What follows belongs to an exercise in optimizing a design on an open flow for small area and a short achievable clock period; a production flow would make more cautious choices.
The RTL was checked by simulation tests, not by an equivalence proof against the original design.
Power figures rest on the tool's default switching activity, not on a simulated workload.

Setup of exp/umber:
==> flow/design.v (excerpt) <==
module double_matrix_to_s31_32_converter_unit
(
    input  logic              clk,
    input  logic              rst_n,
    input  logic              start,
    output logic              busy,
    input  logic [dmconv_pkg::WORD_W-1:0] elem_r0c0,
    input  logic [dmconv_pkg::WORD_W-1:0] elem_r0c1,
    input  logic [dmconv_pkg::WORD_W-1:0] elem_r0c2,
    input  logic [dmconv_pkg::WORD_W-1:0] elem_r1c0,
    input  logic [dmconv_pkg::WORD_W-1:0] elem_r1c1,
    input  logic [dmconv_pkg::WORD_W-1:0] elem_r1c2,
    input  logic [dmconv_pkg::WORD_W-1:0] elem_r2c0,
    input  logic [dmconv_pkg::WORD_W-1:0] elem_r2c1,
    input  logic [dmconv_pkg::WORD_W-1:0] elem_r2c2,
    output logic              done,
    output logic [dmconv_pkg::WORD_W-1:0] fix_r0c0,
    output logic [dmconv_pkg::WORD_W-1:0] fix_r0c1,
    output logic [dmconv_pkg::WORD_W-1:0] fix_r0c2,
    output logic [dmconv_pkg::WORD_W-1:0] fix_r1c0,
    output logic [dmconv_pkg::WORD_W-1:0] fix_r1c1,
    output logic [dmconv_pkg::WORD_W-1:0] fix_r1c2,
    output logic [dmconv_pkg::WORD_W-1:0] fix_r2c0,
  ...
Settings: LEC_CHECK=0, CAP_MARGIN=20, CORE_MARGIN=2, CORE_UTILIZATION=45, PLACE_DENSITY=0.55, SETUP_SLACK_MARGIN=5, SLEW_MARGIN=20; clock period 10.0 ns.
run.sh (not shown) runs the stock make flow with config.mk's settings and CLKGATE_MAP_FILE= SYNTH_SCRIPT=/design/flow/synth_recipe.tcl, a recipe that flattens the netlist after the stock synthesis.
What exp/delta does differently from exp/umber at the input level:
==> flow/flow/run.sh (new file) <==
#!/bin/bash
set -u
SETUP_MARGIN=${SETUP_MARGIN:-6.8}
PLATFORM_DONT_USE="sky130_fd_sc_hd__probe_p_8 sky130_fd_sc_hd__probec_p_8 sky130_fd_sc_hd__lpflow_bleeder_1 sky130_fd_sc_hd__lpflow_clkbufkapwr_1 sky130_fd_sc_hd__lpflow_clkbufkapwr_16 sky130_fd_sc_hd__lpflow_clkbufkapwr_2 sky130_fd_sc_hd__lpflow_clkbufkapwr_4 sky130_fd_sc_hd__lpflow_clkbufkapwr_8 sky130_fd_sc_hd__lpflow_clkinvkapwr_1 sky130_fd_sc_hd__lpflow_clkinvkapwr_16 sky130_fd_sc_hd__lpflow_clkinvkapwr_2 sky130_fd_sc_hd__lpflow_clkinvkapwr_4 sky130_fd_sc_hd__lpflow_clkinvkapwr_8 sky130_fd_sc_hd__lpflow_decapkapwr_12 sky130_fd_sc_hd__lpflow_decapkapwr_3 sky130_fd_sc_hd__lpflow_decapkapwr_4 sky130_fd_sc_hd__lpflow_decapkapwr_6 sky130_fd_sc_hd__lpflow_decapkapwr_8 sky130_fd_sc_hd__lpflow_inputiso0n_1 sky130_fd_sc_hd__lpflow_inputiso0p_1 sky130_fd_sc_hd__lpflow_inputiso1n_1 sky130_fd_sc_hd__lpflow_inputiso1p_1 sky130_fd_sc_hd__lpflow_inputisolatch_1 sky130_fd_sc_hd__lpflow_isobufsrc_1 sky130_fd_sc_hd__lpflow_isobufsrc_16 sky130_fd_sc_hd__lpflow_isobufsrc_2 sky130_fd_sc_hd__lpflow_isobufsrc_4 sky130_fd_sc_hd__lpflow_isobufsrc_8 sky130_fd_sc_hd__lpflow_isobufsrckapwr_16 sky130_fd_sc_hd__lpflow_lsbuf_lh_hl_isowell_tap_1 sky130_fd_sc_hd__lpflow_lsbuf_lh_hl_isowell_tap_2 sky130_fd_sc_hd__lpflow_lsbuf_lh_hl_isowell_tap_4 sky130_fd_sc_hd__lpflow_lsbuf_lh_isowell_4 sky130_fd_sc_hd__lpflow_lsbuf_lh_isowell_tap_1 sky130_fd_sc_hd__lpflow_lsbuf_lh_isowell_tap_2 sky130_fd_sc_hd__lpflow_lsbuf_lh_isowell_tap_4"
ADDERS="sky130_fd_sc_hd__fa_1 sky130_fd_sc_hd__fa_2 sky130_fd_sc_hd__fa_4 sky130_fd_sc_hd__fah_1 sky130_fd_sc_hd__fahcin_1 sky130_fd_sc_hd__fahcon_1 sky130_fd_sc_hd__ha_1 sky130_fd_sc_hd__ha_2 sky130_fd_sc_hd__ha_4"
SLOW="sky130_fd_sc_hd__or4_* sky130_fd_sc_hd__or4b_* sky130_fd_sc_hd__or4bb_* sky130_fd_sc_hd__nor4_* sky130_fd_sc_hd__nor4b_* sky130_fd_sc_hd__nor4bb_* sky130_fd_sc_hd__a2111o_* sky130_fd_sc_hd__a2111oi_* sky130_fd_sc_hd__o2111a_* sky130_fd_sc_hd__o2111ai_* sky130_fd_sc_hd__or3_* sky130_fd_sc_hd__or3b_* sky130_fd_sc_hd__and4_* sky130_fd_sc_hd__and4b_* sky130_fd_sc_hd__and4bb_*"
bash standard.sh "DONT_USE_CELLS=$PLATFORM_DONT_USE $ADDERS $SLOW" synth > synth.log 2>&1 || exit 1
bash standard.sh "DONT_USE_CELLS=$PLATFORM_DONT_USE $ADDERS $SLOW" "SETUP_SLACK_MARGIN=$SETUP_MARGIN" \
    "BUFFER_PORTS_ARGS=-buffer_cell sky130_fd_sc_hd__buf_1" finish > layout.log 2>&1 || exit 1
test -f out/final.def
==> flow/standard.sh (new file) <==
#!/bin/bash
# synth_recipe.tcl (not shown) runs the flow's synth.tcl, then flattens the netlist and writes it again
# the make line also repeats each setting of config.mk as NAME=value (left out here)
make -C /OpenROAD-flow-scripts/flow DESIGN_CONFIG=/design/flow/config.mk WORK_HOME=/design/flow/orfs CLKGATE_MAP_FILE= SYNTH_SCRIPT=/design/flow/synth_recipe.tcl "${@:-finish}"
removed: flow/run.sh
==> notes.md <==
Lower multi-input combinational area share goes to exp/umber over exp/delta. Looking at via count of the first global-routing pass across exp/delta and exp/umber, the one that comes out lower is exp/umber. The clock-pin slew on the worst setup and hold paths on exp/umber is in line with that on exp/delta. Delta (exp/delta minus exp/umber): worst slack after detailed placement went up 560 ps; clock buffer instance count of the final layout went up 19; maximum ir drop on the vdd rail went down 19%; total vias in the final route went up 9.9%.
For exp/ember, these inputs were changed with respect to exp/delta:
diff --git a/flow/flow/run.sh b/flow/flow/run.sh
--- a/flow/flow/run.sh
+++ b/flow/flow/run.sh
@@ -1,5 +1,5 @@
 #!/bin/bash
 set -u
-SETUP_MARGIN=${SETUP_MARGIN:-6.8}
+SETUP_MARGIN=${SETUP_MARGIN:-6.5}
 PLATFORM_DONT_USE="sky130_fd_sc_hd__probe_p_8 sky130_fd_sc_hd__probec_p_8 sky130_fd_sc_hd__lpflow_bleeder_1 sky130_fd_sc_hd__lpflow_clkbufkapwr_1 sky130_fd_sc_hd__lpflow_clkbufkapwr_16 sky130_fd_sc_hd__lpflow_clkbufkapwr_2 sky130_fd_sc_hd__lpflow_clkbufkapwr_4 sky130_fd_sc_hd__lpflow_clkbufkapwr_8 sky130_fd_sc_hd__lpflow_clkinvkapwr_1 sky130_fd_sc_hd__lpflow_clkinvkapwr_16 sky130_fd_sc_hd__lpflow_clkinvkapwr_2 sky130_fd_sc_hd__lpflow_clkinvkapwr_4 sky130_fd_sc_hd__lpflow_clkinvkapwr_8 sky130_fd_sc_hd__lpflow_decapkapwr_12 sky130_fd_sc_hd__lpflow_decapkapwr_3 sky130_fd_sc_hd__lpflow_decapkapwr_4 sky130_fd_sc_hd__lpflow_decapkapwr_6 sky130_fd_sc_hd__lpflow_decapkapwr_8 sky130_fd_sc_hd__lpflow_inputiso0n_1 sky130_fd_sc_hd__lpflow_inputiso0p_1 sky130_fd_sc_hd__lpflow_inputiso1n_1 sky130_fd_sc_hd__lpflow_inputiso1p_1 sky130_fd_sc_hd__lpflow_inputisolatch_1 sky130_fd_sc_hd__lpflow_isobufsrc_1 sky130_fd_sc_hd__lpflow_isobufsrc_16 sky130_fd_sc_hd__lpflow_isobufsrc_2 sky130_fd_sc_hd__lpflow_isobufsrc_4 sky130_fd_sc_hd__lpflow_isobufsrc_8 sky130_fd_sc_hd__lpflow_isobufsrckapwr_16 sky130_fd_sc_hd__lpflow_lsbuf_lh_hl_isowell_tap_1 sky130_fd_sc_hd__lpflow_lsbuf_lh_hl_isowell_tap_2 sky130_fd_sc_hd__lpflow_lsbuf_lh_hl_isowell_tap_4 sky130_fd_sc_hd__lpflow_lsbuf_lh_isowell_4 sky130_fd_sc_hd__lpflow_lsbuf_lh_isowell_tap_1 sky130_fd_sc_hd__lpflow_lsbuf_lh_isowell_tap_2 sky130_fd_sc_hd__lpflow_lsbuf_lh_isowell_tap_4"
 ADDERS="sky130_fd_sc_hd__fa_1 sky130_fd_sc_hd__fa_2 sky130_fd_sc_hd__fa_4 sky130_fd_sc_hd__fah_1 sky130_fd_sc_hd__fahcin_1 sky130_fd_sc_hd__fahcon_1 sky130_fd_sc_hd__ha_1 sky130_fd_sc_hd__ha_2 sky130_fd_sc_hd__ha_4"
Notes after the runs:
- Final worst hold slack: lower on exp/ember
- Re synthesized cell count: no difference whatsoever between exp/ember and exp/delta.
- exp/ember against exp/delta: non-clock buffer count -7.7%, post-route clock period utilization -0.21 points, clock power +about 0.6%.
- Going from exp/delta to exp/ember, first-pass GRT wire length shrinks by 2600 um.
- In the metrics for exp/delta and exp/ember, the one carrying the higher worst setup slack is exp/ember.

separate check: timing with driven ports:
Ports are ideal in the flow. The routed layouts listed here were re-timed in OpenROAD. Step 1, drivers: a clkbuf_16 drives clk and a buf_2 each remaining input, both assumed. Step 2, shift: input delay + t, output delay - t, t = (earliest + latest rising clock arrival at the registers) / 2. This alone moves slack from input paths to output paths. Slacks: ideal / step 1 / step 2; pairs: ideal / step 1.
run | t (ns) | slack for setup (ns) | worst register clock-pin slew, ns | worst slew at a driven data input, ns
exp/umber | 0.964 | 5.283 / 5.283 / 5.283 | 0.08 / 0.08 | 0.21
exp/delta | 1.006 | 6.487 / 6.376 / 5.871 | 0.07 / 0.07 | 0.32
exp/ember | 0.998 | 6.507 / 6.402 / 5.434 | 0.08 / 0.08 | 0.28
After both steps every run listed still meets setup and hold. The setup slack of exp/ember, which loses most, moves by -0.105 ns with the drivers and by -1.073 ns with both steps.
